This is an optimization exercise on Yosys and OpenROAD, whose aim is small area, a short achievable clock period and few clock cycles per item, not a production implementation.
Function was checked by simulation only, so behaviour that the tests miss may differ from the original.
No activity file was given, so power comes from the tool's default toggle rates.

Design sliding_window_range_peak, start of the top module:
module sliding_window_range_peak #(
    parameter int WINDOW_MAX = 64
) (
    input  logic                      clk,
    input  logic                      rst_n,
    input  logic                      cfg_we,
    input  logic [srp_pkg::CFG_W-1:0] cfg_wdata,
    input  logic                      s_tvalid,
    output logic                      s_tready,
    input  logic [31:0]               s_tdata,
    input  logic                      s_tlast,
    output logic                      m_tvalid,
    input  logic                      m_tready,
    output logic [63:0]               m_tdata,
    output logic                      m_tuser,
    output logic                      m_tlast
);
==> flow/config.mk <==
export PLATFORM = sky130hd
export DESIGN_NAME = sliding_window_range_peak
export DESIGN_NICKNAME = sliding_window_range_peak
export VERILOG_FILES = /design/flow/design.v
export SDC_FILE = /design/flow/constraint.sdc
export NUM_CORES = 8
export LEC_CHECK = 0
export CAP_MARGIN = 20
export CORE_MARGIN = 2
export CORE_UTILIZATION = 30
export CTS_CLUSTER_DIAMETER = 100
export CTS_CLUSTER_SIZE = 25
export SETUP_SLACK_MARGIN = 4.1
export SLEW_MARGIN = 20
export SYNTH_HIERARCHICAL = 1
export TNS_END_PERCENT = 10
==> flow/constraint.sdc <==
create_clock -name core_clock -period 7.0 [get_ports {clk}]
set_input_delay 1.4000 -clock core_clock [delete_from_list [all_inputs] [get_ports {clk}]]
set_output_delay 1.4000 -clock core_clock [all_outputs]
set_load 0.01 [all_outputs]
run.sh (not shown) runs the stock make flow with config.mk's settings and CLKGATE_MAP_FILE= SYNTH_SCRIPT=/design/flow/synth_recipe.tcl, a recipe that flattens the netlist after the stock synthesis.
The baseline went through all stages and came out clean.
Testbench counts at the start, summed over its fixed seeds: cycles 12,778, items 12,482.
Edit:
- SETUP_SLACK_MARGIN: 4.1 -> 4.4
- TNS_END_PERCENT: 10 -> 5
What happened: The changed run finished clean. Critical path depth rises by 1. Synthesized cell count does not change. Combinational power is higher by a few percent. Clock power is about the same. Hold slack stays flat. Area after synthesis is unchanged. Routed wire length climbs by a few percent. Cell area rose slightly. Final cell count is higher slightly.

== yarrow ==
Starting RTL as in the previous note.
clock: 7.0 ns
lec_check: 0
cap_margin: 20
core_margin: 2
core_utilization: 30
cts_cluster_diameter: 100
cts_cluster_size: 25
setup_slack_margin: 4.5
slew_margin: 20
synth_hierarchical: 1
tns_end_percent: 3
yarrow | status: complete | timing, DRC, antenna: pass
Testbench counts of yarrow, summed over its fixed seeds: cycles 12,778, items 12,482.
Input changes introduced in raven (baseline for comparison: yarrow):
- SETUP_SLACK_MARGIN changed from 4.5 to 4.2
- TNS_END_PERCENT removed (was 3)
Across both runs, non-clock inverter instance count of the final layout was higher for raven than for yarrow. Going from yarrow to raven, the combined area of the multi-input logic cells was found to have gone up by 1.3%. Diff yarrow -> raven: number of max-cap violations level; total power draw moved up; maximum number of pins on one net before global-route repair level; CTS clock-pin slew for the worst setup and hold paths level. raven vs yarrow — cell area rose 0.44%. The lower later-pin clock latency in the skew report of yarrow and raven is in raven. Compared with yarrow, raven shows post-cts gate resize count higher by about 19%. Largest fanout on the critical path | raven below yarrow. yarrow vs raven, capture point of the worst path: mna[7] vs mna[26]. raven: post-route clock period utilization is 0.46 points higher than what yarrow reported.

Starting RTL as in the previous note.
==> flow/config.mk <==
export PLATFORM = sky130hd
export DESIGN_NAME = sliding_window_range_peak
export DESIGN_NICKNAME = sliding_window_range_peak
export VERILOG_FILES = /design/flow/design.v
export SDC_FILE = /design/flow/constraint.sdc
export NUM_CORES = 8
export LEC_CHECK = 0
export CAP_MARGIN = 20
export CORE_MARGIN = 2
export CORE_UTILIZATION = 30
export CTS_CLUSTER_DIAMETER = 100
export CTS_CLUSTER_SIZE = 25
export SETUP_SLACK_MARGIN = 4.3
export SLEW_MARGIN = 20
export SYNTH_HIERARCHICAL = 1
export TNS_END_PERCENT = 5
==> flow/constraint.sdc <==
create_clock -name core_clock -period 7.0 [get_ports {clk}]
set_input_delay 1.4000 -clock core_clock [delete_from_list [all_inputs] [get_ports {clk}]]
set_output_delay 1.4000 -clock core_clock [all_outputs]
set_load 0.01 [all_outputs]
The first run finished clean.
Testbench counts at the start, summed over its fixed seeds: cycles 12,778, items 12,482.
Edit:
Settings changed: SETUP_SLACK_MARGIN 4.3 to 4.0, TNS_END_PERCENT 5 to not set.
Result: Cell count went up by 0.45%. Power went up by 0.87%. Sequential power hardly moves. Utilization hardly moves. Hold slack improves by 0.0051 ns. Area after synthesis does not change. Cell area stays flat. Worst setup slack loses 0.040 ns. Synthesized cell count stays the same. Routed wire length stays flat.

## static timing again, ports no longer ideal
The results above use ideal ports. As a check the final layouts listed here were re-extracted and re-timed, cells and wires unchanged.
Step 1 assumes that a clkbuf_16 drives the clock port and a buf_2 every other input.
Step 2 adds t to the input delays and takes it off the output delays; t is the mean of the earliest and latest rising clock arrival at the registers after step 1. Input paths then give back, and output paths get back, about the clock's delay inside the block.
Three values: ideal, step 1, step 2; two values: the first two.
run	t (ns)	setup WS [ns]	hold WS [ns]	worst data-port slew with drivers (ns)	pins driven straight from the clock port
the first run of note 1	1.065	3.766 / 3.766 / 3.085	0.316 / 0.316 / 0.316	0.15	1
the second run of note 1	1.060	3.833 / 3.833 / 3.077	0.313 / 0.313 / 0.313	0.18	1
yarrow	1.071	3.847 / 3.847 / 3.189	0.317 / 0.317 / 0.317	0.24	1
raven	0.994	3.815 / 3.815 / 3.368	0.332 / 0.332 / 0.332	0.08	1
the first run of note 3	1.067	3.803 / 3.803 / 3.090	0.326 / 0.326 / 0.326	0.18	1
the second run of note 3	1.009	3.763 / 3.763 / 3.225	0.331 / 0.331 / 0.331	0.08	1
After both steps every run listed still meets setup and hold. The setup slack of the second run of note 1, which loses most, moves by 0.000 ns with the drivers and by -0.756 ns with both steps.
